Background: an optimization exercise with open tools, aiming at small area and a short achievable clock period. Do not read the settings as production practice.
Function was checked by simulation only, so behaviour that the tests miss may differ from the original.
Power and IR drop assume default switching activity.

==> design/flow/design.v <==
package corePkg;
	localparam int wordWidth = 32;
	localparam int regIndexWidth = 4;
	localparam int regCount = 16;
	typedef logic [wordWidth-1:0] wordT;
	typedef logic [regIndexWidth-1:0] regIndexT;
	localparam logic [8:0] opAdd = 9'h1B6;
	localparam logic [8:0] opRsub = 9'h1B8;
	localparam logic [8:0] opAnd = 9'h106;
	localparam logic [8:0] opSll = 9'h08C;
	localparam logic [8:0] opSrl = 9'h08D;
	localparam logic [8:0] opJ = 9'h1FF;
	localparam logic [8:0] opJal = 9'h1FE;
	localparam logic [8:0] opJalr = 9'h1DD;
	localparam logic [8:0] opJr = 9'h1ED;
endpackage
`timescale 1ns/1ps
module instructionDecoder (
	input logic [8:0] opcode,
	output logic isAdd,
	output logic isRsub,
	output logic isAnd,
	output logic isSll,
	output logic isSrl,
	output logic isJ,
	output logic isJal,
	output logic isJalr,
	output logic isJr
);
	assign isAdd = (opcode == corePkg::opAdd);
	assign isRsub = (opcode == corePkg::opRsub);
	assign isAnd = (opcode == corePkg::opAnd);
	assign isSll = (opcode == corePkg::opSll);
	assign isSrl = (opcode == corePkg::opSrl);
	assign isJ = (opcode == corePkg::opJ);
	assign isJal = (opcode == corePkg::opJal);
	assign isJalr = (opcode == corePkg::opJalr);
	assign isJr = (opcode == corePkg::opJr);
endmodule
`timescale 1ns/1ps
module registerFile (
	input logic clk,
	input logic reset,
	input corePkg::regIndexT srcA,
	input corePkg::regIndexT srcB,
	input corePkg::regIndexT writeReg,
	input logic regWriteEnable,
	input corePkg::wordT writeData,
	input logic useImmediate,
	input logic useRegister,
	input corePkg::wordT immediate,
	output corePkg::wordT operandA,
	output corePkg::wordT second,
	output logic secondTooWide
);
	corePkg::wordT regs [corePkg::regCount];
	logic [corePkg::regCount-1:0] tooWide;
	logic [corePkg::regCount-1:0] valid;
	logic [corePkg::regCount-1:0] writeSel;
	logic [corePkg::regCount-1:0] selA;
	logic [corePkg::regCount-1:0] selB;
	always_comb begin
		for (int i = 0; i < corePkg::regCount; i++)
			writeSel[i] = regWriteEnable && (writeReg == corePkg::regIndexT'(i));
	end
	readSelect decodeA (
		.index(srcA),
		.valid(valid),
		.sel(selA)
	);
	readSelect decodeB (
		.index(srcB),
		.valid(valid),
		.sel(selB)
	);
	always_ff @(posedge clk) begin
		for (int i = 0; i < corePkg::regCount; i++) begin
			if (writeSel[i]) begin
				regs[i] <= writeData;
				tooWide[i] <= |writeData[31:5];
			end
		end
	end
	always_ff @(posedge clk) begin
		if (reset)
			valid <= '0;
		else
			valid <= valid | writeSel;
	end
	corePkg::wordT readB;
	always_comb begin
		operandA = '0;
		readB = '0;
		for (int i = 0; i < corePkg::regCount; i++) begin
			operandA = operandA | (regs[i] & {corePkg::wordWidth{selA[i]}});
			readB = readB | (regs[i] & {corePkg::wordWidth{selB[i]}});
		end
	end
	assign secondTooWide = (useRegister && |(tooWide & selB))
		|| (useImmediate && |immediate[11:5]);
	assign second = (readB & {corePkg::wordWidth{useRegister}})
		| (immediate & {corePkg::wordWidth{useImmediate}});
endmodule
module readSelect (
	input corePkg::regIndexT index,
	input logic [corePkg::regCount-1:0] valid,
	output logic [corePkg::regCount-1:0] sel
);
	always_comb begin
		for (int i = 0; i < corePkg::regCount; i++)
			sel[i] = valid[i] && (index == corePkg::regIndexT'(i));
	end
endmodule
`timescale 1ns/1ps
module executeUnit (
	input corePkg::wordT operandA,
	input corePkg::wordT second,
	input logic secondTooWide,
	input logic isAdd,
	input logic isRsub,
	input logic isAnd,
	input logic isSll,
	input logic isSrl,
	input logic isLink,
	input corePkg::wordT pcPlusOne,
	output corePkg::wordT writeData,
	output corePkg::wordT writeDataReg
);
	corePkg::wordT sumN;
	corePkg::wordT earlyN;
	corePkg::wordT level1;
	corePkg::wordT level2;
	corePkg::wordT leftN;
	corePkg::wordT rightN;
	corePkg::wordT shiftIn;
	logic [3:0] sel1;
	logic [3:0] sel2;
	logic shiftTooWide;
	logic selSllLo, selSllHi, selSrlLo, selSrlHi;
	prefixAdder adder (
		.a(second),
		.b(operandA),
		.invB(isRsub),
		.enable(isAdd | isRsub),
		.sumN(sumN)
	);
	assign shiftTooWide = secondTooWide;
	always_comb begin
		for (int k = 0; k < 4; k++) begin
			sel1[k] = (second[1:0] == 2'(k));
			sel2[k] = (second[3:2] == 2'(k));
		end
	end
	assign selSllLo = isSll & ~shiftTooWide & ~second[4];
	assign selSllHi = isSll & ~shiftTooWide & second[4];
	assign selSrlLo = isSrl & ~shiftTooWide & ~second[4];
	assign selSrlHi = isSrl & ~shiftTooWide & second[4];
	always_comb begin
		for (int i = 0; i < corePkg::wordWidth; i++)
			shiftIn[i] = isSrl ? operandA[corePkg::wordWidth-1-i] : operandA[i];
	end
	shiftLevel #(.step(1)) shift1 (
		.a(shiftIn),
		.sel(sel1),
		.y(level1)
	);
	shiftLevel #(.step(4)) shift2 (
		.a(level1),
		.sel(sel2),
		.y(level2)
	);
	always_comb begin
		for (int i = 0; i < corePkg::wordWidth; i++) begin
			earlyN[i] = ~((isAnd & operandA[i] & second[i]) | (isLink & pcPlusOne[i]));
			leftN[i] = ~((selSllLo & level2[i]) | (selSllHi & (i >= 16 ? level2[(i + 16) % 32] : 1'b0)));
			rightN[i] = ~((selSrlLo & level2[31 - i]) | (selSrlHi & (i <= 15 ? level2[(47 - i) % 32] : 1'b0)));
		end
	end
	for (genvar i = 0; i < corePkg::wordWidth; i++) begin : result
		nand4Cell pick (
			.a(sumN[i]),
			.b(earlyN[i]),
			.c(leftN[i]),
			.d(rightN[i]),
			.y(writeData[i])
		);
		nand4Cell pickReg (
			.a(sumN[i]),
			.b(earlyN[i]),
			.c(leftN[i]),
			.d(rightN[i]),
			.y(writeDataReg[i])
		);
	end
endmodule
module shiftLevel #(
	parameter int step = 1
) (
	input corePkg::wordT a,
	input logic [3:0] sel,
	output corePkg::wordT y
);
	always_comb begin
		for (int i = 0; i < 32; i++) begin
			y[i] = 1'b0;
			for (int k = 0; k < 4; k++)
				if (i - step * k >= 0)
					y[i] = y[i] | (sel[k] & a[i - step * k]);
		end
	end
endmodule
module nand4Cell (
	input logic a,
	input logic b,
	input logic c,
	input logic d,
	output logic y
);
	assign y = ~(a & b & c & d);
endmodule
module prefixAdder (
	input logic [31:0] a,
	input logic [31:0] b,
	input logic invB,
	input logic enable,
	output logic [31:0] sumN
);
	logic [31:0] prop;
	logic [31:0] gen0;
	logic g0c;
	logic G1_31;
	logic P1_31;
	logic G1_30;
	logic P1_30;
	logic G1_29;
	logic P1_29;
	logic G1_28;
	logic P1_28;
	logic G1_27;
	logic P1_27;
	logic G1_26;
	logic P1_26;
	logic G1_25;
	logic P1_25;
	logic G1_24;
	logic P1_24;
	logic G1_23;
	logic P1_23;
	logic G1_22;
	logic P1_22;
	logic G1_21;
	logic P1_21;
	logic G1_20;
	logic P1_20;
	logic G1_19;
	logic P1_19;
	logic G1_18;
	logic P1_18;
	logic G1_17;
	logic P1_17;
	logic G1_16;
	logic P1_16;
	logic G1_15;
	logic P1_15;
	logic G1_14;
	logic P1_14;
	logic G1_13;
	logic P1_13;
	logic G1_12;
	logic P1_12;
	logic G1_11;
	logic P1_11;
	logic G1_10;
	logic P1_10;
	logic G1_9;
	logic P1_9;
	logic G1_8;
	logic P1_8;
	logic G1_7;
	logic P1_7;
	logic G1_6;
	logic P1_6;
	logic G1_5;
	logic P1_5;
	logic G1_4;
	logic P1_4;
	logic G1_3;
	logic P1_3;
	logic G1_2;
	logic P1_2;
	logic G1_1;
	logic G2_31;
	logic P2_31;
	logic G2_30;
	logic P2_30;
	logic G2_29;
	logic P2_29;
	logic G2_28;
	logic P2_28;
	logic G2_27;
	logic P2_27;
	logic G2_26;
	logic P2_26;
	logic G2_25;
	logic P2_25;
	logic G2_24;
	logic P2_24;
	logic G2_23;
	logic P2_23;
	logic G2_22;
	logic P2_22;
	logic G2_21;
	logic P2_21;
	logic G2_20;
	logic P2_20;
	logic G2_19;
	logic P2_19;
	logic G2_18;
	logic P2_18;
	logic G2_17;
	logic P2_17;
	logic G2_16;
	logic P2_16;
	logic G2_15;
	logic P2_15;
	logic G2_14;
	logic P2_14;
	logic G2_13;
	logic P2_13;
	logic G2_12;
	logic P2_12;
	logic G2_11;
	logic P2_11;
	logic G2_10;
	logic P2_10;
	logic G2_9;
	logic P2_9;
	logic G2_8;
	logic P2_8;
	logic G2_7;
	logic P2_7;
	logic G2_6;
	logic P2_6;
	logic G2_5;
	logic P2_5;
	logic G2_4;
	logic P2_4;
	logic G2_3;
	logic g0n;
	logic G2_2;
	logic G3_31;
	logic P3_31;
	logic G3_30;
	logic P3_30;
	logic G3_29;
	logic P3_29;
	logic G3_28;
	logic P3_28;
	logic G3_27;
	logic P3_27;
	logic G3_26;
	logic P3_26;
	logic G3_25;
	logic P3_25;
	logic G3_24;
	logic P3_24;
	logic G3_23;
	logic P3_23;
	logic G3_22;
	logic P3_22;
	logic G3_21;
	logic P3_21;
	logic G3_20;
	logic P3_20;
	logic G3_19;
	logic P3_19;
	logic G3_18;
	logic P3_18;
	logic G3_17;
	logic P3_17;
	logic G3_16;
	logic P3_16;
	logic G3_15;
	logic P3_15;
	logic G3_14;
	logic P3_14;
	logic G3_13;
	logic P3_13;
	logic G3_12;
	logic P3_12;
	logic G3_11;
	logic P3_11;
	logic G3_10;
	logic P3_10;
	logic G3_9;
	logic P3_9;
	logic G3_8;
	logic P3_8;
	logic G3_7;
	logic G3_6;
	logic g1t;
	logic G3_5;
	logic G3_4;
	logic G4_31;
	logic P4_31;
	logic G4_30;
	logic P4_30;
	logic G4_29;
	logic P4_29;
	logic G4_28;
	logic P4_28;
	logic G4_27;
	logic P4_27;
	logic G4_26;
	logic P4_26;
	logic G4_25;
	logic P4_25;
	logic G4_24;
	logic P4_24;
	logic G4_23;
	logic P4_23;
	logic G4_22;
	logic P4_22;
	logic G4_21;
	logic P4_21;
	logic G4_20;
	logic P4_20;
	logic G4_19;
	logic P4_19;
	logic G4_18;
	logic P4_18;
	logic G4_17;
	logic P4_17;
	logic G4_16;
	logic P4_16;
	logic G4_15;
	logic G4_14;
	logic G4_13;
	logic G4_12;
	logic g3n;
	logic G4_11;
	logic g2n;
	logic G4_10;
	logic G4_9;
	logic G4_8;
	logic G5_31;
	logic G5_30;
	logic G5_29;
	logic G5_28;
	logic G5_27;
	logic G5_26;
	logic G5_25;
	logic G5_24;
	logic g7t;
	logic G5_23;
	logic g6t;
	logic G5_22;
	logic g5t;
	logic G5_21;
	logic g4t;
	logic G5_20;
	logic G5_19;
	logic G5_18;
	logic G5_17;
	logic G5_16;
	for (genvar k = 0; k < 32; k++) begin : bits
		pgGen pg (.a(a[k]), .b(b[k]), .invB(invB), .g(gen0[k]), .p(prop[k]));
	end
	assign g0c = gen0[0] | (prop[0] & invB);
	blackCellT bc0_31 (.gHi(gen0[31]), .pHi(prop[31]), .gLo(gen0[30]), .pLo(prop[30]), .g(G1_31), .p(P1_31));
	blackCellT bc0_30 (.gHi(gen0[30]), .pHi(prop[30]), .gLo(gen0[29]), .pLo(prop[29]), .g(G1_30), .p(P1_30));
	blackCellT bc0_29 (.gHi(gen0[29]), .pHi(prop[29]), .gLo(gen0[28]), .pLo(prop[28]), .g(G1_29), .p(P1_29));
	blackCellT bc0_28 (.gHi(gen0[28]), .pHi(prop[28]), .gLo(gen0[27]), .pLo(prop[27]), .g(G1_28), .p(P1_28));
	blackCellT bc0_27 (.gHi(gen0[27]), .pHi(prop[27]), .gLo(gen0[26]), .pLo(prop[26]), .g(G1_27), .p(P1_27));
	blackCellT bc0_26 (.gHi(gen0[26]), .pHi(prop[26]), .gLo(gen0[25]), .pLo(prop[25]), .g(G1_26), .p(P1_26));
	blackCellT bc0_25 (.gHi(gen0[25]), .pHi(prop[25]), .gLo(gen0[24]), .pLo(prop[24]), .g(G1_25), .p(P1_25));
	blackCellT bc0_24 (.gHi(gen0[24]), .pHi(prop[24]), .gLo(gen0[23]), .pLo(prop[23]), .g(G1_24), .p(P1_24));
	blackCellT bc0_23 (.gHi(gen0[23]), .pHi(prop[23]), .gLo(gen0[22]), .pLo(prop[22]), .g(G1_23), .p(P1_23));
	blackCellT bc0_22 (.gHi(gen0[22]), .pHi(prop[22]), .gLo(gen0[21]), .pLo(prop[21]), .g(G1_22), .p(P1_22));
	blackCellT bc0_21 (.gHi(gen0[21]), .pHi(prop[21]), .gLo(gen0[20]), .pLo(prop[20]), .g(G1_21), .p(P1_21));
	blackCellT bc0_20 (.gHi(gen0[20]), .pHi(prop[20]), .gLo(gen0[19]), .pLo(prop[19]), .g(G1_20), .p(P1_20));
	blackCellT bc0_19 (.gHi(gen0[19]), .pHi(prop[19]), .gLo(gen0[18]), .pLo(prop[18]), .g(G1_19), .p(P1_19));
	blackCellT bc0_18 (.gHi(gen0[18]), .pHi(prop[18]), .gLo(gen0[17]), .pLo(prop[17]), .g(G1_18), .p(P1_18));
	blackCellT bc0_17 (.gHi(gen0[17]), .pHi(prop[17]), .gLo(gen0[16]), .pLo(prop[16]), .g(G1_17), .p(P1_17));
	blackCellT bc0_16 (.gHi(gen0[16]), .pHi(prop[16]), .gLo(gen0[15]), .pLo(prop[15]), .g(G1_16), .p(P1_16));
	blackCellT bc0_15 (.gHi(gen0[15]), .pHi(prop[15]), .gLo(gen0[14]), .pLo(prop[14]), .g(G1_15), .p(P1_15));
	blackCellT bc0_14 (.gHi(gen0[14]), .pHi(prop[14]), .gLo(gen0[13]), .pLo(prop[13]), .g(G1_14), .p(P1_14));
	blackCellT bc0_13 (.gHi(gen0[13]), .pHi(prop[13]), .gLo(gen0[12]), .pLo(prop[12]), .g(G1_13), .p(P1_13));
	blackCellT bc0_12 (.gHi(gen0[12]), .pHi(prop[12]), .gLo(gen0[11]), .pLo(prop[11]), .g(G1_12), .p(P1_12));
	blackCellT bc0_11 (.gHi(gen0[11]), .pHi(prop[11]), .gLo(gen0[10]), .pLo(prop[10]), .g(G1_11), .p(P1_11));
	blackCellT bc0_10 (.gHi(gen0[10]), .pHi(prop[10]), .gLo(gen0[9]), .pLo(prop[9]), .g(G1_10), .p(P1_10));
	blackCellT bc0_9 (.gHi(gen0[9]), .pHi(prop[9]), .gLo(gen0[8]), .pLo(prop[8]), .g(G1_9), .p(P1_9));
	blackCellT bc0_8 (.gHi(gen0[8]), .pHi(prop[8]), .gLo(gen0[7]), .pLo(prop[7]), .g(G1_8), .p(P1_8));
	blackCellT bc0_7 (.gHi(gen0[7]), .pHi(prop[7]), .gLo(gen0[6]), .pLo(prop[6]), .g(G1_7), .p(P1_7));
	blackCellT bc0_6 (.gHi(gen0[6]), .pHi(prop[6]), .gLo(gen0[5]), .pLo(prop[5]), .g(G1_6), .p(P1_6));
	blackCellT bc0_5 (.gHi(gen0[5]), .pHi(prop[5]), .gLo(gen0[4]), .pLo(prop[4]), .g(G1_5), .p(P1_5));
	blackCellT bc0_4 (.gHi(gen0[4]), .pHi(prop[4]), .gLo(gen0[3]), .pLo(prop[3]), .g(G1_4), .p(P1_4));
	blackCellT bc0_3 (.gHi(gen0[3]), .pHi(prop[3]), .gLo(gen0[2]), .pLo(prop[2]), .g(G1_3), .p(P1_3));
	blackCellT bc0_2 (.gHi(gen0[2]), .pHi(prop[2]), .gLo(gen0[1]), .pLo(prop[1]), .g(G1_2), .p(P1_2));
	grayCellT gc0_1 (.gHi(gen0[1]), .pHi(prop[1]), .gLo(g0c), .g(G1_1));
	blackCellF bc1_31 (.gHi(G1_31), .pHi(P1_31), .gLo(G1_29), .pLo(P1_29), .g(G2_31), .p(P2_31));
	blackCellF bc1_30 (.gHi(G1_30), .pHi(P1_30), .gLo(G1_28), .pLo(P1_28), .g(G2_30), .p(P2_30));
	blackCellF bc1_29 (.gHi(G1_29), .pHi(P1_29), .gLo(G1_27), .pLo(P1_27), .g(G2_29), .p(P2_29));
	blackCellF bc1_28 (.gHi(G1_28), .pHi(P1_28), .gLo(G1_26), .pLo(P1_26), .g(G2_28), .p(P2_28));
	blackCellF bc1_27 (.gHi(G1_27), .pHi(P1_27), .gLo(G1_25), .pLo(P1_25), .g(G2_27), .p(P2_27));
	blackCellF bc1_26 (.gHi(G1_26), .pHi(P1_26), .gLo(G1_24), .pLo(P1_24), .g(G2_26), .p(P2_26));
	blackCellF bc1_25 (.gHi(G1_25), .pHi(P1_25), .gLo(G1_23), .pLo(P1_23), .g(G2_25), .p(P2_25));
	blackCellF bc1_24 (.gHi(G1_24), .pHi(P1_24), .gLo(G1_22), .pLo(P1_22), .g(G2_24), .p(P2_24));
	blackCellF bc1_23 (.gHi(G1_23), .pHi(P1_23), .gLo(G1_21), .pLo(P1_21), .g(G2_23), .p(P2_23));
	blackCellF bc1_22 (.gHi(G1_22), .pHi(P1_22), .gLo(G1_20), .pLo(P1_20), .g(G2_22), .p(P2_22));
	blackCellF bc1_21 (.gHi(G1_21), .pHi(P1_21), .gLo(G1_19), .pLo(P1_19), .g(G2_21), .p(P2_21));
	blackCellF bc1_20 (.gHi(G1_20), .pHi(P1_20), .gLo(G1_18), .pLo(P1_18), .g(G2_20), .p(P2_20));
	blackCellF bc1_19 (.gHi(G1_19), .pHi(P1_19), .gLo(G1_17), .pLo(P1_17), .g(G2_19), .p(P2_19));
	blackCellF bc1_18 (.gHi(G1_18), .pHi(P1_18), .gLo(G1_16), .pLo(P1_16), .g(G2_18), .p(P2_18));
	blackCellF bc1_17 (.gHi(G1_17), .pHi(P1_17), .gLo(G1_15), .pLo(P1_15), .g(G2_17), .p(P2_17));
	blackCellF bc1_16 (.gHi(G1_16), .pHi(P1_16), .gLo(G1_14), .pLo(P1_14), .g(G2_16), .p(P2_16));
	blackCellF bc1_15 (.gHi(G1_15), .pHi(P1_15), .gLo(G1_13), .pLo(P1_13), .g(G2_15), .p(P2_15));
	blackCellF bc1_14 (.gHi(G1_14), .pHi(P1_14), .gLo(G1_12), .pLo(P1_12), .g(G2_14), .p(P2_14));
	blackCellF bc1_13 (.gHi(G1_13), .pHi(P1_13), .gLo(G1_11), .pLo(P1_11), .g(G2_13), .p(P2_13));
	blackCellF bc1_12 (.gHi(G1_12), .pHi(P1_12), .gLo(G1_10), .pLo(P1_10), .g(G2_12), .p(P2_12));
	blackCellF bc1_11 (.gHi(G1_11), .pHi(P1_11), .gLo(G1_9), .pLo(P1_9), .g(G2_11), .p(P2_11));
	blackCellF bc1_10 (.gHi(G1_10), .pHi(P1_10), .gLo(G1_8), .pLo(P1_8), .g(G2_10), .p(P2_10));
	blackCellF bc1_9 (.gHi(G1_9), .pHi(P1_9), .gLo(G1_7), .pLo(P1_7), .g(G2_9), .p(P2_9));
	blackCellF bc1_8 (.gHi(G1_8), .pHi(P1_8), .gLo(G1_6), .pLo(P1_6), .g(G2_8), .p(P2_8));
	blackCellF bc1_7 (.gHi(G1_7), .pHi(P1_7), .gLo(G1_5), .pLo(P1_5), .g(G2_7), .p(P2_7));
	blackCellF bc1_6 (.gHi(G1_6), .pHi(P1_6), .gLo(G1_4), .pLo(P1_4), .g(G2_6), .p(P2_6));
	blackCellF bc1_5 (.gHi(G1_5), .pHi(P1_5), .gLo(G1_3), .pLo(P1_3), .g(G2_5), .p(P2_5));
	blackCellF bc1_4 (.gHi(G1_4), .pHi(P1_4), .gLo(G1_2), .pLo(P1_2), .g(G2_4), .p(P2_4));
	grayCellF gc1_3 (.gHi(G1_3), .pHi(P1_3), .gLo(G1_1), .g(G2_3));
	assign g0n = ~g0c;
	grayCellF gc1_2 (.gHi(G1_2), .pHi(P1_2), .gLo(g0n), .g(G2_2));
	blackCellT bc2_31 (.gHi(G2_31), .pHi(P2_31), .gLo(G2_27), .pLo(P2_27), .g(G3_31), .p(P3_31));
	blackCellT bc2_30 (.gHi(G2_30), .pHi(P2_30), .gLo(G2_26), .pLo(P2_26), .g(G3_30), .p(P3_30));
	blackCellT bc2_29 (.gHi(G2_29), .pHi(P2_29), .gLo(G2_25), .pLo(P2_25), .g(G3_29), .p(P3_29));
	blackCellT bc2_28 (.gHi(G2_28), .pHi(P2_28), .gLo(G2_24), .pLo(P2_24), .g(G3_28), .p(P3_28));
	blackCellT bc2_27 (.gHi(G2_27), .pHi(P2_27), .gLo(G2_23), .pLo(P2_23), .g(G3_27), .p(P3_27));
	blackCellT bc2_26 (.gHi(G2_26), .pHi(P2_26), .gLo(G2_22), .pLo(P2_22), .g(G3_26), .p(P3_26));
	blackCellT bc2_25 (.gHi(G2_25), .pHi(P2_25), .gLo(G2_21), .pLo(P2_21), .g(G3_25), .p(P3_25));
	blackCellT bc2_24 (.gHi(G2_24), .pHi(P2_24), .gLo(G2_20), .pLo(P2_20), .g(G3_24), .p(P3_24));
	blackCellT bc2_23 (.gHi(G2_23), .pHi(P2_23), .gLo(G2_19), .pLo(P2_19), .g(G3_23), .p(P3_23));
	blackCellT bc2_22 (.gHi(G2_22), .pHi(P2_22), .gLo(G2_18), .pLo(P2_18), .g(G3_22), .p(P3_22));
	blackCellT bc2_21 (.gHi(G2_21), .pHi(P2_21), .gLo(G2_17), .pLo(P2_17), .g(G3_21), .p(P3_21));
	blackCellT bc2_20 (.gHi(G2_20), .pHi(P2_20), .gLo(G2_16), .pLo(P2_16), .g(G3_20), .p(P3_20));
	blackCellT bc2_19 (.gHi(G2_19), .pHi(P2_19), .gLo(G2_15), .pLo(P2_15), .g(G3_19), .p(P3_19));
	blackCellT bc2_18 (.gHi(G2_18), .pHi(P2_18), .gLo(G2_14), .pLo(P2_14), .g(G3_18), .p(P3_18));
	blackCellT bc2_17 (.gHi(G2_17), .pHi(P2_17), .gLo(G2_13), .pLo(P2_13), .g(G3_17), .p(P3_17));
	blackCellT bc2_16 (.gHi(G2_16), .pHi(P2_16), .gLo(G2_12), .pLo(P2_12), .g(G3_16), .p(P3_16));
	blackCellT bc2_15 (.gHi(G2_15), .pHi(P2_15), .gLo(G2_11), .pLo(P2_11), .g(G3_15), .p(P3_15));
	blackCellT bc2_14 (.gHi(G2_14), .pHi(P2_14), .gLo(G2_10), .pLo(P2_10), .g(G3_14), .p(P3_14));
	blackCellT bc2_13 (.gHi(G2_13), .pHi(P2_13), .gLo(G2_9), .pLo(P2_9), .g(G3_13), .p(P3_13));
	blackCellT bc2_12 (.gHi(G2_12), .pHi(P2_12), .gLo(G2_8), .pLo(P2_8), .g(G3_12), .p(P3_12));
	blackCellT bc2_11 (.gHi(G2_11), .pHi(P2_11), .gLo(G2_7), .pLo(P2_7), .g(G3_11), .p(P3_11));
	blackCellT bc2_10 (.gHi(G2_10), .pHi(P2_10), .gLo(G2_6), .pLo(P2_6), .g(G3_10), .p(P3_10));
	blackCellT bc2_9 (.gHi(G2_9), .pHi(P2_9), .gLo(G2_5), .pLo(P2_5), .g(G3_9), .p(P3_9));
	blackCellT bc2_8 (.gHi(G2_8), .pHi(P2_8), .gLo(G2_4), .pLo(P2_4), .g(G3_8), .p(P3_8));
	grayCellT gc2_7 (.gHi(G2_7), .pHi(P2_7), .gLo(G2_3), .g(G3_7));
	grayCellT gc2_6 (.gHi(G2_6), .pHi(P2_6), .gLo(G2_2), .g(G3_6));
	assign g1t = ~G1_1;
	grayCellT gc2_5 (.gHi(G2_5), .pHi(P2_5), .gLo(g1t), .g(G3_5));
	grayCellT gc2_4 (.gHi(G2_4), .pHi(P2_4), .gLo(g0c), .g(G3_4));
	blackCellF bc3_31 (.gHi(G3_31), .pHi(P3_31), .gLo(G3_23), .pLo(P3_23), .g(G4_31), .p(P4_31));
	blackCellF bc3_30 (.gHi(G3_30), .pHi(P3_30), .gLo(G3_22), .pLo(P3_22), .g(G4_30), .p(P4_30));
	blackCellF bc3_29 (.gHi(G3_29), .pHi(P3_29), .gLo(G3_21), .pLo(P3_21), .g(G4_29), .p(P4_29));
	blackCellF bc3_28 (.gHi(G3_28), .pHi(P3_28), .gLo(G3_20), .pLo(P3_20), .g(G4_28), .p(P4_28));
	blackCellF bc3_27 (.gHi(G3_27), .pHi(P3_27), .gLo(G3_19), .pLo(P3_19), .g(G4_27), .p(P4_27));
	blackCellF bc3_26 (.gHi(G3_26), .pHi(P3_26), .gLo(G3_18), .pLo(P3_18), .g(G4_26), .p(P4_26));
	blackCellF bc3_25 (.gHi(G3_25), .pHi(P3_25), .gLo(G3_17), .pLo(P3_17), .g(G4_25), .p(P4_25));
	blackCellF bc3_24 (.gHi(G3_24), .pHi(P3_24), .gLo(G3_16), .pLo(P3_16), .g(G4_24), .p(P4_24));
	blackCellF bc3_23 (.gHi(G3_23), .pHi(P3_23), .gLo(G3_15), .pLo(P3_15), .g(G4_23), .p(P4_23));
	blackCellF bc3_22 (.gHi(G3_22), .pHi(P3_22), .gLo(G3_14), .pLo(P3_14), .g(G4_22), .p(P4_22));
	blackCellF bc3_21 (.gHi(G3_21), .pHi(P3_21), .gLo(G3_13), .pLo(P3_13), .g(G4_21), .p(P4_21));
	blackCellF bc3_20 (.gHi(G3_20), .pHi(P3_20), .gLo(G3_12), .pLo(P3_12), .g(G4_20), .p(P4_20));
	blackCellF bc3_19 (.gHi(G3_19), .pHi(P3_19), .gLo(G3_11), .pLo(P3_11), .g(G4_19), .p(P4_19));
	blackCellF bc3_18 (.gHi(G3_18), .pHi(P3_18), .gLo(G3_10), .pLo(P3_10), .g(G4_18), .p(P4_18));
	blackCellF bc3_17 (.gHi(G3_17), .pHi(P3_17), .gLo(G3_9), .pLo(P3_9), .g(G4_17), .p(P4_17));
	blackCellF bc3_16 (.gHi(G3_16), .pHi(P3_16), .gLo(G3_8), .pLo(P3_8), .g(G4_16), .p(P4_16));
	grayCellF gc3_15 (.gHi(G3_15), .pHi(P3_15), .gLo(G3_7), .g(G4_15));
	grayCellF gc3_14 (.gHi(G3_14), .pHi(P3_14), .gLo(G3_6), .g(G4_14));
	grayCellF gc3_13 (.gHi(G3_13), .pHi(P3_13), .gLo(G3_5), .g(G4_13));
	grayCellF gc3_12 (.gHi(G3_12), .pHi(P3_12), .gLo(G3_4), .g(G4_12));
	assign g3n = ~G2_3;
	grayCellF gc3_11 (.gHi(G3_11), .pHi(P3_11), .gLo(g3n), .g(G4_11));
	assign g2n = ~G2_2;
	grayCellF gc3_10 (.gHi(G3_10), .pHi(P3_10), .gLo(g2n), .g(G4_10));
	grayCellF gc3_9 (.gHi(G3_9), .pHi(P3_9), .gLo(G1_1), .g(G4_9));
	grayCellF gc3_8 (.gHi(G3_8), .pHi(P3_8), .gLo(g0n), .g(G4_8));
	grayCellT gc4_31 (.gHi(G4_31), .pHi(P4_31), .gLo(G4_15), .g(G5_31));
	grayCellT gc4_30 (.gHi(G4_30), .pHi(P4_30), .gLo(G4_14), .g(G5_30));
	grayCellT gc4_29 (.gHi(G4_29), .pHi(P4_29), .gLo(G4_13), .g(G5_29));
	grayCellT gc4_28 (.gHi(G4_28), .pHi(P4_28), .gLo(G4_12), .g(G5_28));
	grayCellT gc4_27 (.gHi(G4_27), .pHi(P4_27), .gLo(G4_11), .g(G5_27));
	grayCellT gc4_26 (.gHi(G4_26), .pHi(P4_26), .gLo(G4_10), .g(G5_26));
	grayCellT gc4_25 (.gHi(G4_25), .pHi(P4_25), .gLo(G4_9), .g(G5_25));
	grayCellT gc4_24 (.gHi(G4_24), .pHi(P4_24), .gLo(G4_8), .g(G5_24));
	assign g7t = ~G3_7;
	grayCellT gc4_23 (.gHi(G4_23), .pHi(P4_23), .gLo(g7t), .g(G5_23));
	assign g6t = ~G3_6;
	grayCellT gc4_22 (.gHi(G4_22), .pHi(P4_22), .gLo(g6t), .g(G5_22));
	assign g5t = ~G3_5;
	grayCellT gc4_21 (.gHi(G4_21), .pHi(P4_21), .gLo(g5t), .g(G5_21));
	assign g4t = ~G3_4;
	grayCellT gc4_20 (.gHi(G4_20), .pHi(P4_20), .gLo(g4t), .g(G5_20));
	grayCellT gc4_19 (.gHi(G4_19), .pHi(P4_19), .gLo(G2_3), .g(G5_19));
	grayCellT gc4_18 (.gHi(G4_18), .pHi(P4_18), .gLo(G2_2), .g(G5_18));
	grayCellT gc4_17 (.gHi(G4_17), .pHi(P4_17), .gLo(g1t), .g(G5_17));
	grayCellT gc4_16 (.gHi(G4_16), .pHi(P4_16), .gLo(g0c), .g(G5_16));
	sumBit sm0 (.carry(invB), .p(prop[0]), .enable(enable), .y(sumN[0]));
	sumBit sm1 (.carry(g0c), .p(prop[1]), .enable(enable), .y(sumN[1]));
	sumBit sm2 (.carry(g1t), .p(prop[2]), .enable(enable), .y(sumN[2]));
	sumBit sm3 (.carry(G2_2), .p(prop[3]), .enable(enable), .y(sumN[3]));
	sumBit sm4 (.carry(G2_3), .p(prop[4]), .enable(enable), .y(sumN[4]));
	sumBit sm5 (.carry(g4t), .p(prop[5]), .enable(enable), .y(sumN[5]));
	sumBit sm6 (.carry(g5t), .p(prop[6]), .enable(enable), .y(sumN[6]));
	sumBit sm7 (.carry(g6t), .p(prop[7]), .enable(enable), .y(sumN[7]));
	sumBit sm8 (.carry(g7t), .p(prop[8]), .enable(enable), .y(sumN[8]));
	sumBit sm9 (.carry(G4_8), .p(prop[9]), .enable(enable), .y(sumN[9]));
	sumBit sm10 (.carry(G4_9), .p(prop[10]), .enable(enable), .y(sumN[10]));
	sumBit sm11 (.carry(G4_10), .p(prop[11]), .enable(enable), .y(sumN[11]));
	sumBit sm12 (.carry(G4_11), .p(prop[12]), .enable(enable), .y(sumN[12]));
	sumBit sm13 (.carry(G4_12), .p(prop[13]), .enable(enable), .y(sumN[13]));
	sumBit sm14 (.carry(G4_13), .p(prop[14]), .enable(enable), .y(sumN[14]));
	sumBit sm15 (.carry(G4_14), .p(prop[15]), .enable(enable), .y(sumN[15]));
	sumBit sm16 (.carry(G4_15), .p(prop[16]), .enable(enable), .y(sumN[16]));
	sumBitN sm17 (.carryN(G5_16), .p(prop[17]), .enable(enable), .y(sumN[17]));
	sumBitN sm18 (.carryN(G5_17), .p(prop[18]), .enable(enable), .y(sumN[18]));
	sumBitN sm19 (.carryN(G5_18), .p(prop[19]), .enable(enable), .y(sumN[19]));
	sumBitN sm20 (.carryN(G5_19), .p(prop[20]), .enable(enable), .y(sumN[20]));
	sumBitN sm21 (.carryN(G5_20), .p(prop[21]), .enable(enable), .y(sumN[21]));
	sumBitN sm22 (.carryN(G5_21), .p(prop[22]), .enable(enable), .y(sumN[22]));
	sumBitN sm23 (.carryN(G5_22), .p(prop[23]), .enable(enable), .y(sumN[23]));
	sumBitN sm24 (.carryN(G5_23), .p(prop[24]), .enable(enable), .y(sumN[24]));
	sumBitN sm25 (.carryN(G5_24), .p(prop[25]), .enable(enable), .y(sumN[25]));
	sumBitN sm26 (.carryN(G5_25), .p(prop[26]), .enable(enable), .y(sumN[26]));
	sumBitN sm27 (.carryN(G5_26), .p(prop[27]), .enable(enable), .y(sumN[27]));
	sumBitN sm28 (.carryN(G5_27), .p(prop[28]), .enable(enable), .y(sumN[28]));
	sumBitN sm29 (.carryN(G5_28), .p(prop[29]), .enable(enable), .y(sumN[29]));
	sumBitN sm30 (.carryN(G5_29), .p(prop[30]), .enable(enable), .y(sumN[30]));
	sumBitN sm31 (.carryN(G5_30), .p(prop[31]), .enable(enable), .y(sumN[31]));
endmodule
module pgGen (
	input logic a,
	input logic b,
	input logic invB,
	output logic g,
	output logic p
);
	logic bx;
	assign bx = b ^ invB;
	assign g = a & bx;
	assign p = a ^ bx;
endmodule
module sumBit (
	input logic carry,
	input logic p,
	input logic enable,
	output logic y
);
	assign y = ~(enable & (p ^ carry));
endmodule
module sumBitN (
	input logic carryN,
	input logic p,
	input logic enable,
	output logic y
);
	assign y = ~(enable & ~(p ^ carryN));
endmodule
module blackCellT (
	input logic gHi,
	input logic pHi,
	input logic gLo,
	input logic pLo,
	output logic g,
	output logic p
);
	assign g = ~(gHi | (pHi & gLo));
	assign p = ~(pHi & pLo);
endmodule
module blackCellF (
	input logic gHi,
	input logic pHi,
	input logic gLo,
	input logic pLo,
	output logic g,
	output logic p
);
	assign g = ~(gHi & (pHi | gLo));
	assign p = ~(pHi | pLo);
endmodule
module grayCellT (
	input logic gHi,
	input logic pHi,
	input logic gLo,
	output logic g
);
	assign g = ~(gHi | (pHi & gLo));
endmodule
module grayCellF (
	input logic gHi,
	input logic pHi,
	input logic gLo,
	output logic g
);
	assign g = ~(gHi & (pHi | gLo));
endmodule
`timescale 1ns/1ps
module programCounter #(
	parameter logic [31:0] resetAddress = '0
) (
	input logic clk,
	input logic reset,
	input logic jump,
	input logic jumpReg,
	input logic [22:0] jumpField,
	input corePkg::wordT operandA,
	output corePkg::wordT pc,
	output corePkg::wordT pcPlusOne
);
	corePkg::wordT nextPc;
	assign pcPlusOne = pc + corePkg::wordT'(1);
	always_comb begin
		if (jumpReg)
			nextPc = operandA;
		else if (jump)
			nextPc = {pcPlusOne[31:23], jumpField};
		else
			nextPc = pcPlusOne;
	end
	always_ff @(posedge clk) begin
		if (reset)
			pc <= resetAddress;
		else
			pc <= nextPc;
	end
endmodule
`timescale 1ns/1ps
module coreTop #(
	parameter logic [31:0] resetAddress = '0
) (
	input logic clk,
	input logic reset,
	input corePkg::wordT instr,
	output corePkg::wordT pc,
	output logic regWriteEnable,
	output corePkg::regIndexT writeReg,
	output corePkg::wordT writeData
);
	logic isAdd, isRsub, isAnd, isSll, isSrl, isJ, isJal, isJalr, isJr;
	corePkg::wordT operandA;
	corePkg::wordT second;
	corePkg::wordT immediate;
	logic useImmediate;
	logic useRegister;
	corePkg::wordT pcPlusOne;
	corePkg::wordT writeDataReg;
	logic secondTooWide;
	instructionDecoder decoder (
		.opcode(instr[31:23]),
		.isAdd(isAdd),
		.isRsub(isRsub),
		.isAnd(isAnd),
		.isSll(isSll),
		.isSrl(isSrl),
		.isJ(isJ),
		.isJal(isJal),
		.isJalr(isJalr),
		.isJr(isJr)
	);
	assign regWriteEnable = isAdd | isRsub | isAnd | isSll | isSrl | isJal | isJalr;
	assign writeReg = isJal ? 4'd0 : instr[22:19];
	assign useImmediate = (instr[18:16] == 3'b000);
	assign useRegister = |instr[18:16];
	assign immediate = {{20{instr[15] & (isAdd | isRsub)}}, instr[15:4]};
	registerFile regFile (
		.clk(clk),
		.reset(reset),
		.srcA(instr[3:0]),
		.srcB(instr[7:4]),
		.writeReg(writeReg),
		.regWriteEnable(regWriteEnable),
		.writeData(writeDataReg),
		.useImmediate(useImmediate),
		.useRegister(useRegister),
		.immediate(immediate),
		.operandA(operandA),
		.second(second),
		.secondTooWide(secondTooWide)
	);
	executeUnit execute (
		.operandA(operandA),
		.second(second),
		.secondTooWide(secondTooWide),
		.isAdd(isAdd),
		.isRsub(isRsub),
		.isAnd(isAnd),
		.isSll(isSll),
		.isSrl(isSrl),
		.isLink(isJal | isJalr),
		.pcPlusOne(pcPlusOne),
		.writeData(writeData),
		.writeDataReg(writeDataReg)
	);
	programCounter #(
		.resetAddress(resetAddress)
	) pcUnit (
		.clk(clk),
		.reset(reset),
		.jump(isJ | isJal),
		.jumpReg(isJalr | isJr),
		.jumpField(instr[22:0]),
		.operandA(operandA),
		.pc(pc),
		.pcPlusOne(pcPlusOne)
	);
endmodule
==> design/flow/flow/run.sh <==
#!/bin/bash
# The standard layout (the standard.sh, all ORFS steps), with the port buffers that
# buffer_ports inserts made plain buf_2 cells instead of the library's default pick.
set -euo pipefail
export BUFFER_PORTS_ARGS="-buffer_cell sky130_fd_sc_hd__buf_2"
bash standard.sh finish > standard_flow.log 2>&1
==> design/flow/standard.sh <==
#!/bin/bash
# synth_recipe.tcl (not shown) runs the flow's synth.tcl, then flattens the netlist and writes it again
# the make line also repeats each setting of config.mk as NAME=value (left out here)
make -C /OpenROAD-flow-scripts/flow DESIGN_CONFIG=/design/flow/config.mk WORK_HOME=/design/flow/orfs CLKGATE_MAP_FILE= SYNTH_SCRIPT=/design/flow/synth_recipe.tcl "${@:-finish}"
==> design/flow/config.mk <==
export PLATFORM = sky130hd
export DESIGN_NAME = coreTop
export DESIGN_NICKNAME = coreTop
export VERILOG_FILES = /design/flow/design.v
export SDC_FILE = /design/flow/constraint.sdc
export NUM_CORES = 4
export LEC_CHECK = 0
export CAP_MARGIN = 20
export CORE_MARGIN = 2
export CORE_UTILIZATION = 45
export CTS_CLUSTER_DIAMETER = 100
export CTS_CLUSTER_SIZE = 22
export SETUP_SLACK_MARGIN = 3
export SLEW_MARGIN = 20
export SYNTH_HIERARCHICAL = 1
==> design/flow/constraint.sdc <==
create_clock -name core_clock -period 12.0 [get_ports {clk}]
set_input_delay 2.4000 -clock core_clock [delete_from_list [all_inputs] [get_ports {clk}]]
set_output_delay 2.4000 -clock core_clock [all_outputs]
set_load 0.01 [all_outputs]
==> summary.txt <==
==> Yosys stat by module (local to each module, per instance), a selection <==
module | flops+latches | area, µm² | copies in the design | cells
blackCellT | 0 | 12.5 | 52 | 2
sumBitN | 0 | 12.5 | 15 | 2
grayCellF | 0 | 5.00 | 10 | 1
registerFile | 544 | 22500 | 1 | 1351
executeUnit | 0 | 1270 | 1 | 176
pgGen | 0 | 21.3 | 32 | 2
nand4Cell | 0 | 6.26 | 64 | 1
blackCellF | 0 | 12.5 | 42 | 2
readSelect | 0 | 160 | 2 | 24
instructionDecoder | 0 | 130 | 1 | 21
grayCellT | 0 | 8.76 | 20 | 1
coreTop | 0 | 75.1 | 1 | 12
prefixAdder | 0 | 38.8 | 1 | 9
sumBit | 0 | 12.5 | 17 | 2
==> through the flow <==
stage / total power [mW] / hold slack (ns)
final: 3.39 / 0.522
after global routing: 3.46 / 0.533
after CTS: 3.39 / 0.513
after detailed placement: 2.27 / 0.490
after global placement: 2.27 / 0.495
after floorplan: 2.24 / 0.446
==> per-layer routing <==
layer | vias to the layer above | global-route usage [%] | wire [µm]
li1 | 10500 | - | -
met1 | 13100 | 52.1 | 52300
met2 | 2565 | 59.1 | 60100
met3 | 629 | 12.6 | 20900
met4 | 7 | 19.5 | 9980
met5 | - | 0 | 168
==> path summary, 6_finish.rpt <==
check	endpoint	from	cells after the start	slack, ns
worst min-delay path	regFile.valid[0]	regFile.valid[0]	2	0.52
worst max-delay path	writeData[20]	instr[6]	18	3.02
worst min register to register	regFile.valid[0]	regFile.valid[0]	2	0.52
worst max register to register	regFile.tooWide[8]	regFile.valid[5]	19	4.95
==> logic make-up (layout without fill, tap and decap cells) <==
kind of cell    count (synthesis)  count (layout)
compound gates                890             890
xor+xnor                       92              92
fa+ha+maj                      33              33
buf+inv                       203             327
flops                         576             576
mux                            50              50
other cells                     0               5
simple gates                  630             635
==> registers in the layout (all words and copies together), names as in the netlist <==
signal           flops
regFile.regs       512
pcUnit.pc           32
regFile.tooWide     16
regFile.valid       16
==> placed cells by master (no fill, tap or decap), types with 9 or more instances in the layout <==
| cell type | instances |
|---|---|
| edfxtp_1 | 528 |
| a22o_1 | 286 |
| a221oi_1 | 239 |
| nand2_1 | 217 |
| nand4_1 | 139 |
| buf_4 | 123 |
| a22oi_1 | 104 |
| buf_2 | 102 |
| nor2_1 | 76 |
| a21oi_2 | 66 |
| xor2_1 | 60 |
| mux2_2 | 48 |
| dfxtp_1 | 48 |
| o21ai_2 | 46 |
| a32oi_1 | 32 |
| xnor2_1 | 32 |
| clkbuf_16 | 31 |
| ha_1 | 26 |
| and3_4 | 25 |
| inv_1 | 23 |
| a221oi_2 | 21 |
| a21oi_1 | 20 |
| nor2_4 | 19 |
| buf_6 | 18 |
| o21a_1 | 17 |
| nand3_1 | 16 |
| nor2_2 | 15 |
| nor4_1 | 14 |
| nor3_1 | 13 |
| clkbuf_1 | 13 |
| nor2b_1 | 11 |
| and3_2 | 11 |
| and2_1 | 9 |
| nand2_2 | 9 |
| o21ai_0 | 9 |
==> worst register-to-register path, delay by kind of cell, from the launching register on <==
kind / cells / cell delay, ns
AO/OA/AOI/OAI: 6 / 1.03
XOR/XNOR: 2 / 0.20
adder cells (fa/ha/maj): 1 / 0.46
flip-flops: 1 / 0.57
AND/OR/NAND/NOR: 6 / 3.56
buffers and inverters: 4 / 0.72
==> report_power, final <==
| part | internal [mW] | switching, mW | leakage [nW] | total [mW] |
|---|---|---|---|---|
| logic | 0.0219 | 0.0559 | 6.23 | 0.0778 |
| registers | 2.16 | 0.00254 | 6.24 | 2.16 |
| clock network | 0.484 | 0.670 | 0.421 | 1.15 |
| total | 2.66 | 0.729 | 12.9 | 3.39 |
==> layout make-up <==
cell class / count / share of cell area (%)
sequential: 576 / 49.4
tap: 873 / 3.21
clock buffer: 44 / 2.42
antenna: 5 / 0.0368
timing repair buffer: 252 / 5.32
multi-input combinational: 1700 / 39.1
clock inverter: 5 / 0.158
inverter: 26 / 0.298
==> what timing repair did <==
| item | CTS | global route |
|---|---|---|
| pin swaps | 36 | 28 |
| buffers inserted | 67 | 15 |
| gates resized for setup | 56 | 104 |
| gates cloned | 5 | 0 |
| setup endpoints to repair | 48 | 47 |
==> summary.txt <==
WS Path Type input port to output pin; Crit path max-delay family simple AND/OR/NAND/NOR gates; count leader, synth edfxtp_1; Die X 265 µm; Register Area 16,800 µm²; Simple-Gate Fraction of Synth Area 10.5%; number of synthesized flops with an enable pin 528; initial antenna violation count 8; Mapped Area 30,500 µm²; worst path arrival time 6.58 ns; hold buffers post-CTS 0; period utilization 74.8%; initial core utilization 45.5%; clock slew at reported path FFs 0.09 ns; final WL 143,000 µm; Num Clock Sinks 576; Post-DP HPWL 91,300 µm; area leader, netlist edfxtp_1; Syn Nets 2,541; Synth top area share 51.9%; Final Hold Vio Count 0; CP endpoint kind output pin; Vias 26,800; power per cell area 99.6 nW/µm²; max-slew violation count 0; synth top area cells edfxtp_1 52%, a22o_1 8.4%, a221oi_1 7.0%; Initial DRC Count 4,990; root buf cell clkbuf_16; IO buf count 102; Filler cells 5,801; WP buf/inv 3; Core ar. 67,200 µm²; area growth from synthesis to layout 11.4%; H-tree lvl count 1; first-pass GRT wire length 195,000 µm; Netlist cell types 62; Final Instance Area 34,000 µm²; ys async rst share 0%; most frequent CP cell nand2_1; antenna-violating nets left 0; layout cells sized above 1 24.0%; Max stage delay on crit path 0.47 ns; Max FO, Critical Path 23; final non-filler cell total 3,481; GPL Wtd Cong 1.04; largest family of logic cells by synthesized area compound AO/OA/AOI/OAI gates; placed cell area 31,800 µm²; final worst slack 3.02 ns; die area 70,000 µm²; Crit-path slowest cell nand4_1; final setup fails 0; Layout Nets 2,654; vias in the first global route 25,100; run status timing/DRC/antenna clean; CTS tree built; Compound-Gate Fraction of Synth Area 24.9%; fin crit period 8.98 ns; largest net degree at the start of global routing 46; YS warnings 13; Setup Skew 0.0446 ns; Setup WS pre-CTS 1.93 ns; register area share after synthesis 55.0%; area occupied by multi-input gates 13,300 µm²; Worst VDD drop 0.134 mV; worst skew pair latency 0.67 ns; Core Rows 95; die height 265 µm; placed cell count 3,340; post-synthesis register bit count 576; Hold Path Class flip-flop to flip-flop; grt ovf 0; setup tns final 0 ns; crit path launch type input port; crit-path cells buf_2 -> and2_4 -> and3_4 -> buf_12 -> a22o_1 -> a221oi_2 -> nand4_1 -> a22o_2 -> ha_4 -> nand2_1 -> nor2_2 -> nand2_1 -> nor2_1 -> a21oi_2 -> xnor2_1 -> nand2_1 -> nand4_1 -> buf_2; Mapped Cells 2,474; post-synthesis mux area share 1.83%; Worst-Margin Slew 1.17 ns; CTS Buf Count 31; first-pass detailed-route iteration total 11; CTS Buffer Depth 3; most frequent cells after synthesis 528 x edfxtp_1, 293 x a22o_1, 244 x a221oi_1; Fmax 111 MHz; routed length per instance 41.2 µm; synthesized area per cell 12.3 µm²; Synth Area in XOR/XNOR 2.64%; routed vias/inst 7.70; Pleak 12.9 nW; Final Core Density 50.7%; GRT Overall Usage 39.6%; CP required 9.60 ns; Maximum Capacitance Violations 0; Synth Flop Type edfxtp_1; unrepaired setup endpoints after global routing true; # DRC 0; Post-Synth Adder-Cell Area 1.35%; io pins 103; Slew headroom 22.1%

==> re-timing with driven ports <==
Ports are ideal in the flow. The routed layout listed here was re-timed in OpenROAD.
Step 1 assumes that a clkbuf_16 drives the clock port and a buf_2 every other input.
Step 2 times the ports against the registers' clock, not the clock port: input delays grow and output delays shrink by t, the midpoint of the rising clock arrivals with the driver on.
a / b / c = ideal ports / drivers / drivers and shift; a / b = the first two.
t (ns): 0.718
setup slack, ns: 3.021 / 2.924 / 2.557
latest minus earliest clock arrival (ns): 0.045 / 0.045
pins driven straight from the clock port: 1
After both steps setup and hold are still met in this run. For this run, drivers alone change the setup slack by -0.097 ns; drivers and shift together by -0.464 ns.
